What follows belongs to an exercise in optimizing a design on an open flow for small area, a short achievable clock period and few clock cycles per item; a production flow would make more cautious choices. Only simulation tests tie the RTL to the original design; equivalence was not proved. No activity file was given, so power comes from the tool's default toggle rates.

## flow/run.sh

```bash
#!/bin/bash
# synth_recipe.tcl (not shown) runs the flow's synth.tcl, then flattens the netlist and writes it again
# the make line also repeats each setting of config.mk as NAME=value (left out here)
make -C /OpenROAD-flow-scripts/flow DESIGN_CONFIG=/design/flow/config.mk WORK_HOME=/design/flow/orfs CLKGATE_MAP_FILE= SYNTH_SCRIPT=/design/flow/synth_recipe.tcl finish
```

## flow/config.mk

```make
export PLATFORM = sky130hd
export DESIGN_NAME = data_memory_bytelane
export DESIGN_NICKNAME = data_memory_bytelane
export VERILOG_FILES = /design/flow/design.v
export SDC_FILE = /design/flow/constraint.sdc
export NUM_CORES = 4
export LEC_CHECK = 0
export CAP_MARGIN = 20
export CORE_MARGIN = 2
export CORE_UTILIZATION = 55
export CTS_CLUSTER_DIAMETER = 120
export CTS_CLUSTER_SIZE = 25
export SETUP_SLACK_MARGIN = 2.5
export SLEW_MARGIN = 20
export SYNTH_HIERARCHICAL = 1
export SYNTH_MINIMUM_KEEP_SIZE = 0
```

## flow/constraint.sdc

```tcl
create_clock -name core_clock -period 5.0 [get_ports {clk}]
set_input_delay 1.0000 -clock core_clock [delete_from_list [all_inputs] [get_ports {clk}]]
set_output_delay 1.0000 -clock core_clock [all_outputs]
set_load 0.01 [all_outputs]
```

## flow/design.v

```verilog
package dmem_pkg;
    localparam logic [1:0] SIZE_BYTE = 2'b00;
    localparam logic [1:0] SIZE_HALF = 2'b01;
    localparam logic [1:0] SIZE_WORD = 2'b10;
    localparam logic [1:0] SIZE_ILL  = 2'b11;
    typedef enum logic [1:0] {
        CLEAR = 2'b00,
        IDLE  = 2'b01,
        BUSY  = 2'b10,
        RESP  = 2'b11
    } dmem_state_t;
endpackage
module dmem_lane_align
(
    input  logic [1:0]  off,
    input  logic [1:0]  size,
    input  logic        uns,
    input  logic [31:0] word,
    output logic [31:0] rdata
);
    logic [7:0]  b;
    logic [15:0] h;
    always_comb begin
        case (off)
            2'd0: b = word[7:0];
            2'd1: b = word[15:8];
            2'd2: b = word[23:16];
            default: b = word[31:24];
        endcase
        h = off[1] ? word[31:16] : word[15:0];
        case (size)
            dmem_pkg::SIZE_BYTE: rdata = {{24{b[7] & !uns}}, b};
            dmem_pkg::SIZE_HALF: rdata = {{16{h[15] & !uns}}, h};
            default:             rdata = word;
        endcase
    end
endmodule
module dmem_read_or
#(
    parameter int N = 32
) (
    input  logic [N-1:0]    sel,
    input  logic [N*32-1:0] words,
    output logic [31:0]     word
);
    localparam int NG = (N + 2) / 3;
    logic [3*NG-1:0] s;
    logic [NG*32-1:0] gn;    
    assign s = (3*NG)'(sel);
    for (genvar b = 0; b < 32; b++) begin : g_bit
        logic [3*NG-1:0] d;
        for (genvar w = 0; w < 3*NG; w++) begin : g_w
            if (w < N) assign d[w] = words[32*w + b];
            else       assign d[w] = 1'b0;
        end
        for (genvar g = 0; g < NG; g++) begin : g_grp
            dmem_aoi222 u_g (.a(s[3*g +: 3]), .b(d[3*g +: 3]), .y(gn[NG*b + g]));
        end
        assign word[b] = ~&gn[NG*b +: NG];
    end
endmodule
module dmem_aoi222
(
    input  logic [2:0] a,
    input  logic [2:0] b,
    output logic       y
);
    assign y = ~|(a & b);
endmodule
module data_memory_bytelane
#(
    parameter int DEPTH   = 128,
    parameter int LATENCY = 1,
    localparam int ADDR_W = $clog2(DEPTH) + 2
) (
    input  logic              clk,
    input  logic              reset,
    input  logic              req_valid,
    output logic              req_ready,
    input  logic              req_write,
    input  logic [1:0]        req_size,
    input  logic              req_unsigned,
    input  logic [ADDR_W-1:0] req_addr,
    input  logic [31:0]       req_wdata,
    output logic              rsp_valid,
    output logic [31:0]       rsp_rdata,
    output logic              rsp_error,
    output logic              init_done
);
    localparam int IDX_W = ADDR_W - 2;
    localparam int NQ    = 4;                  
    localparam int QD    = DEPTH / NQ;         
    localparam int QW    = $clog2(QD);
    localparam int LO_W  = IDX_W / 2;          
    localparam int HI_W  = IDX_W - LO_W;
    localparam int NLO   = 1 << LO_W;
    localparam int NHI   = 1 << HI_W;
    logic [DEPTH*32-1:0] mem;
    logic             accept, ill;
    logic [IDX_W-1:0] idx;
    logic [3:0]       lanes;
    logic [31:0]      wrep;
    logic [NHI-1:0]   hi_dec;
    logic [NLO-1:0]   lo_dec;
    logic [QD-1:0]    qsel;
    logic [NQ*32-1:0] qword;
    assign req_ready = init_done;
    assign accept    = req_valid && init_done;
    assign ill       = (req_size == dmem_pkg::SIZE_ILL);
    assign idx       = req_addr[ADDR_W-1:2];
    always_comb begin
        case (req_size)
            dmem_pkg::SIZE_BYTE: lanes = 4'b0001 << req_addr[1:0];
            dmem_pkg::SIZE_HALF: lanes = req_addr[1] ? 4'b1100 : 4'b0011;
            dmem_pkg::SIZE_WORD: lanes = 4'b1111;
            default:             lanes = 4'b0000;
        endcase
        case (req_size)
            dmem_pkg::SIZE_BYTE: wrep = {4{req_wdata[7:0]}};
            dmem_pkg::SIZE_HALF: wrep = {2{req_wdata[15:0]}};
            default:             wrep = req_wdata;
        endcase
        for (int j = 0; j < NHI; j++) hi_dec[j] = (idx[IDX_W-1 -: HI_W] == HI_W'(j));
        for (int k = 0; k < NLO; k++) lo_dec[k] = (idx[LO_W-1:0] == LO_W'(k));
        for (int w = 0; w < QD; w++)  qsel[w]   = (idx[QW-1:0] == QW'(w));
    end
    for (genvar q = 0; q < NQ; q++) begin : g_quarter
        dmem_read_or #(.N(QD)) u_read (
            .sel   (qsel),
            .words (mem[32*QD*q +: 32*QD]),
            .word  (qword[32*q +: 32])
        );
    end
    logic             s1_valid, s1_load, s1_error, s1_uns;
    logic [1:0]       s1_size, s1_off;
    logic [IDX_W-1:0] s1_idx;
    logic [NHI-1:0]   s1_hi;
    logic [NLO-1:0]   s1_lo;
    logic [3:0]       s1_lanes;
    logic [31:0]      s1_wdata;
    logic [NQ*32-1:0] s1_qword;
    logic [NQ-1:0]    s1_q;
    logic [3:0]       s1_fwd;
    logic [31:0]      s1_fdata;
    always_ff @(posedge clk) begin
        init_done <= !reset;
        s1_valid  <= !reset && accept;
        s1_load   <= !req_write && !ill;
        s1_error  <= ill;
        s1_uns    <= req_unsigned;
        s1_size   <= req_size;
        s1_off    <= req_addr[1:0];
        s1_idx    <= idx;
        s1_qword  <= qword;
        for (int q = 0; q < NQ; q++) s1_q[q] <= (idx[IDX_W-1:QW] == (IDX_W-QW)'(q));
        s1_fwd    <= (s1_idx == idx) ? s1_lanes : 4'b0000;
        s1_fdata  <= s1_wdata;
        if (reset) begin
            s1_hi    <= '1;
            s1_lo    <= '1;
            s1_lanes <= 4'b1111;
            s1_wdata <= 32'h0;
        end else begin
            s1_hi    <= hi_dec;
            s1_lo    <= lo_dec;
            s1_lanes <= (accept && req_write) ? lanes : 4'b0000;
            s1_wdata <= wrep;
        end
    end
    for (genvar i = 0; i < DEPTH; i++) begin : g_word
        for (genvar l = 0; l < 4; l++) begin : g_lane
            always_ff @(posedge clk)
                if (s1_hi[i / NLO] && s1_lo[i % NLO] && s1_lanes[l])
                    mem[32*i + 8*l +: 8] <= s1_wdata[8*l +: 8];
        end
    end
    logic [31:0] word, cur, load_val;
    always_comb begin
        word = '0;
        for (int q = 0; q < NQ; q++)
            word = word | (s1_qword[32*q +: 32] & {32{s1_q[q]}});
        for (int l = 0; l < 4; l++)
            cur[8*l +: 8] = s1_fwd[l] ? s1_fdata[8*l +: 8] : word[8*l +: 8];
    end
    dmem_lane_align u_align (
        .off   (s1_off),
        .size  (s1_size),
        .uns   (s1_uns),
        .word  (cur),
        .rdata (load_val)
    );
    always_ff @(posedge clk) begin
        rsp_valid <= !reset && s1_valid;
        rsp_rdata <= s1_load ? load_val : 32'h0;
        rsp_error <= s1_error;
    end
endmodule
```

==> notes.md <==
-- layout make-up --
class | count | area share [%]
Sequential cell | 4374 | 76.69
Multi-Input combinational cell | 3146 | 14.75
Clock buffer | 359 | 3.349
Tap cell | 3705 | 2.761
Timing Repair Buffer | 346 | 2.349
Antenna cell | 38 | 0.05663
Clock inverter | 4 | 0.02086
Inverter | 8 | 0.01788
-- repair_timing --
action	in CTS	in global routing
hold buffers	0	0
setup endpoints to repair	574	231
hold endpoints to repair	0	0
gates cloned	15	3
pin swaps	71	37
setup buffers	36	34
gates resized for setup	233	49
-- report_power, final --
group | internal [mW] | switching [mW]
Clock | 7.69 | 10.9
Combinational | 0.851 | 2.62
Sequential | 41.7 | 1.16
-- per-module statistics from Yosys, one instance, submodules excluded, excerpt --
module / cell area [sq um] / times used
data_memory_bytelane: 134800 / 1
dmem_lane_align: 819.5 / 1
dmem_aoi222: 10.01 / 1408
-- worst max path at each step --
stage                     start       endpoint  slack, ns  cells after the start
CTS                     s1_q[1]   rsp_rdata[6]       2.44                      7
finish                  s1_q[3]   rsp_rdata[3]       2.39                      8
floorplan           req_addr[3]  s1_qword[100]       1.46                      6
global placement    req_addr[3]   s1_qword[92]       0.52                      7
global route        req_addr[2]   s1_qword[32]       2.46                     10
detailed placement  req_addr[6]   s1_qword[76]       0.48                      8
-- synthesized netlist by cell type (all sizes together) (3+ instances only) --
library cell / number
or2: 3
dfxtp: 278
o221ai: 8
and3: 512
mux2: 43
nor2b: 32
o21ba: 3
a22oi: 65
nand3b: 3
conb: 4
edfxtp: 4096
clkbuf: 160
mux2i: 30
buf: 53
a21oi: 51
xnor2: 7
nand4: 257
nand2: 78
or3b: 3
o21ai: 16
inv: 8
o22a: 7
nor2: 57
nand3: 130
nor3: 4
nand2b: 3
or3: 129
and2: 33
a222oi: 1408
-- cells by family (layout without fill, tap and decap cells) --
kind of cell	after synthesis	after routing
AOI/OAI and AO/OA	1562	1563
DFF	4374	4374
buffers and inverters	221	717
and+or+nand+nor	1244	1247
other	4	294
muxes	73	73
xor gates and xnor gates	7	7
-- state kept, by name (all words and copies together) (netlist names) --
name / count
s1_lanes: 4
s1_fwd: 4
rsp_valid: 1
s1_off: 2
s1_error: 1
s1_idx: 7
s1_qword: 128
s1_valid: 1
s1_wdata: 32
rsp_rdata: 32
s1_size: 2
s1_load: 1
s1_hi: 16
mem: 4096
s1_fdata: 32
s1_q: 4
init_done: 1
s1_lo: 8
s1_uns: 1
rsp_error: 1
-- through the flow --
stage	utilization, %	power [mW]	hold slack [ns]	area (sq um)
final	60.73	64.98	0.2368	167900
after floorplan	-	44.76	0.3096	154000
after global routing	60.72	66.56	0.2124	167900
after CTS	60.46	64.91	0.2419	167200
after detailed placement	58.11	46.90	0.3151	160700
after global placement	58.09	46.80	0.3155	160600
-- cells in the final DEF (no fill, tap or decap), types with 39 or more instances in the layout --
master,count
buf_12,62
and3_1,512
nand2_1,73
nand4_1,257
a22oi_1,60
conb_1,256
nand3_1,128
a21oi_1,50
clkbuf_1,158
clkbuf_16,203
clkdlybuf4s50_1,39
dfxtp_4,48
buf_2,42
dfxtp_1,205
a222oi_1,1408
or3_1,128
edfxtp_1,4096
buf_4,155
-- layer usage --
metal / up-vias / part of all wire, % / routed length, um / track usage [%]
met5: - / 0.0060 / 28 / 0
met4: 4 / 4.8 / 22520 / 13.68
met3: 697 / 12 / 55660 / 5.747
met2: 5893 / 46 / 215600 / 49.71
met1: 45322 / 37 / 172100 / 46.06
li1: 34914 / - / - / -
==> flow_summary.yaml <==
logic_synthesis:
  synthArstFlopShare_pct: 0
  synth_area_leaders: "edfxtp_1 (80%), a222oi_1 (9.2%), dfxtp_1 (3.6%)"
  yosysTopAreaCell: "edfxtp_1"
  synthXorXnorAreaFrac_pct: 0.04012
  ys.flop_type: "edfxtp_1"
  yosysUniqueCellTypes: 46
  syn_area_per_cell_sq_um: 20.41
  synth_seq_cells: 4374
  synthMuxAreaShare_pct: 0.5183
  synth_compound_area_share_pct: 9.905
  ys_warn_count: 8
  ys_seq_area_share_pct: 84.14
  synth_top_area_share_pct: 80.49
  synthCells: 7485
  netlist_area_sq_um: 152800
  synth_edf_count: 4096
  yosys.area_share.simple_pct: 4.784
  synth_top_family_by_area: "compound AO/OA/AOI/OAI gates"
  synthAdderAreaFrac_pct: 0
floorplan:
  ioPinCount: 84
  die_y_um: 531.1
  core-area_sq_um: 276500
  placementRows: 193
  initial_core_util_pct: 55.26
  die_area_sq_um: 282100
  die_x_um: 531.1
sta:
  skew_ns: 0.04297
  fin_crit_ns: 2.614
  finalSetupViolations: 0
  fmax_ghz: 0.3826
  report.final.slew_viol_count: 0
  hold_viol: 0
  layout_setup_ws_ns: 2.386
  fin_crit_sh_pct: 52.27
  tns_ns: 0
  tightest_slew_ns: 1.234
  slew-limit-headroom_pct: 17.71
  rsz0062_at_grt: "yes"
worst_setup_path:
  worst_setup_path_start_kind: "flop"
  cp_top_family: "multiplexers"
  path_class: "flop to flop"
  worst-r2r-cell-count: 8
  path_buf_inv: 1
  r2r_end: "rsp_rdata[3]"
  cpPeakStageDelay_ns: 0.58
  critPathArrivalTime_ns: 3.45
  path_cells: "buf_4 -> a22oi_1 -> nand2_1 -> mux2_2 -> nor2b_1 -> mux2i_4 -> o22a_1 -> and2_1"
  crit_required_ns: 5.83
  cp-end-kind: "flop"
  ff2ff_setup_slack_ns: 2.39
  crit_slowest_cell: "dfxtp_4"
  worst-path-max-fanout: 11
  timing.rr.start: "s1_q[3]"
cells_and_area:
  final_net_count: 8120
  finalNonFillerCells: 11980
  layout-drive-gt1-share_pct: 8.474
  area_growth_pct: 9.888
  register_area_sq_um: 128800
  multiInputGateArea_sq_um: 24780
  fillers: 19724
detailed_routing:
  vias_per_cell: 7.248
  dr_total_vias: 86830
  drc: 0
  post_drt_wl_per_cell_um: 38.89
  drt-pass1-iter-count: 11
  wl_um: 465900
  drt_iter0_markers: 18646
  postRouteAntennaNets: 0
placement:
  post-dp-hpwl_um: 264100
  portBuffers: 83
  pre_cts_ws_ns: 0.4837
  place_congestion: 0.8816
  place_inst: 11489
grt:
  grt_pass1_vias: 81522
  grt_max_degree: 129
  grt_pass1_wl_um: 638300
  grt-ovfl-total: 0
  antenna_found_initial: 36
  grtUsageTotal_pct: 32.34
cts:
  htreeDepth: 4
  clkSlewWorstSetupHoldPaths_ns: 0.11
  clock_latency_ns: 0.94
  cts_buffer_depth: 4
  clock-sinks: 4374
  cts_root_buffer: "clkbuf_16"
  cts_tree: "yes"
  numCtsBuffers: 196
hold_path:
  whs_path_depth: 1
  hold_class: "primary input to flop"
  whs_endpoint: "s1_idx[3]"
  min_from: "req_addr[5]"
status:
  outcome: "complete, no violations"
flow_run:
  timing.max_cap.violations: 0
power:
  p_leak_nw: 56.78
  power_density_nw_per_um2: 387.0
  ir_drop_uv: 348.1
Testbench counts, summed over its fixed seeds: cycles 48,024, items 48,000.

-- static timing again, ports no longer ideal --
In the flow no input, the clock included, has a driving cell. The finished layout below was timed again as built, in two steps.
Step 1: set_driving_cell puts a clkbuf_16 on clk and a buf_2 on each other input, an assumption about the parent block.
Step 2 also shifts input and output timing later by t, the mid clock arrival at the registers, as if the neighbouring blocks saw the same clock.
Slacks: ideal / step 1 / step 2; pairs: ideal / step 1.
t (ns): 1.022
slack for setup (ns): 2.386 / 2.386 / 1.392
worst hold slack (ns): 0.237 / 0.215 / 0.338
worst setup path after step 2: input to register
pins driven straight from the clock port: 1
After both steps this run still meets setup and hold. The setup slack of this run moves by 0.000 ns with the drivers and by -0.994 ns with both steps.
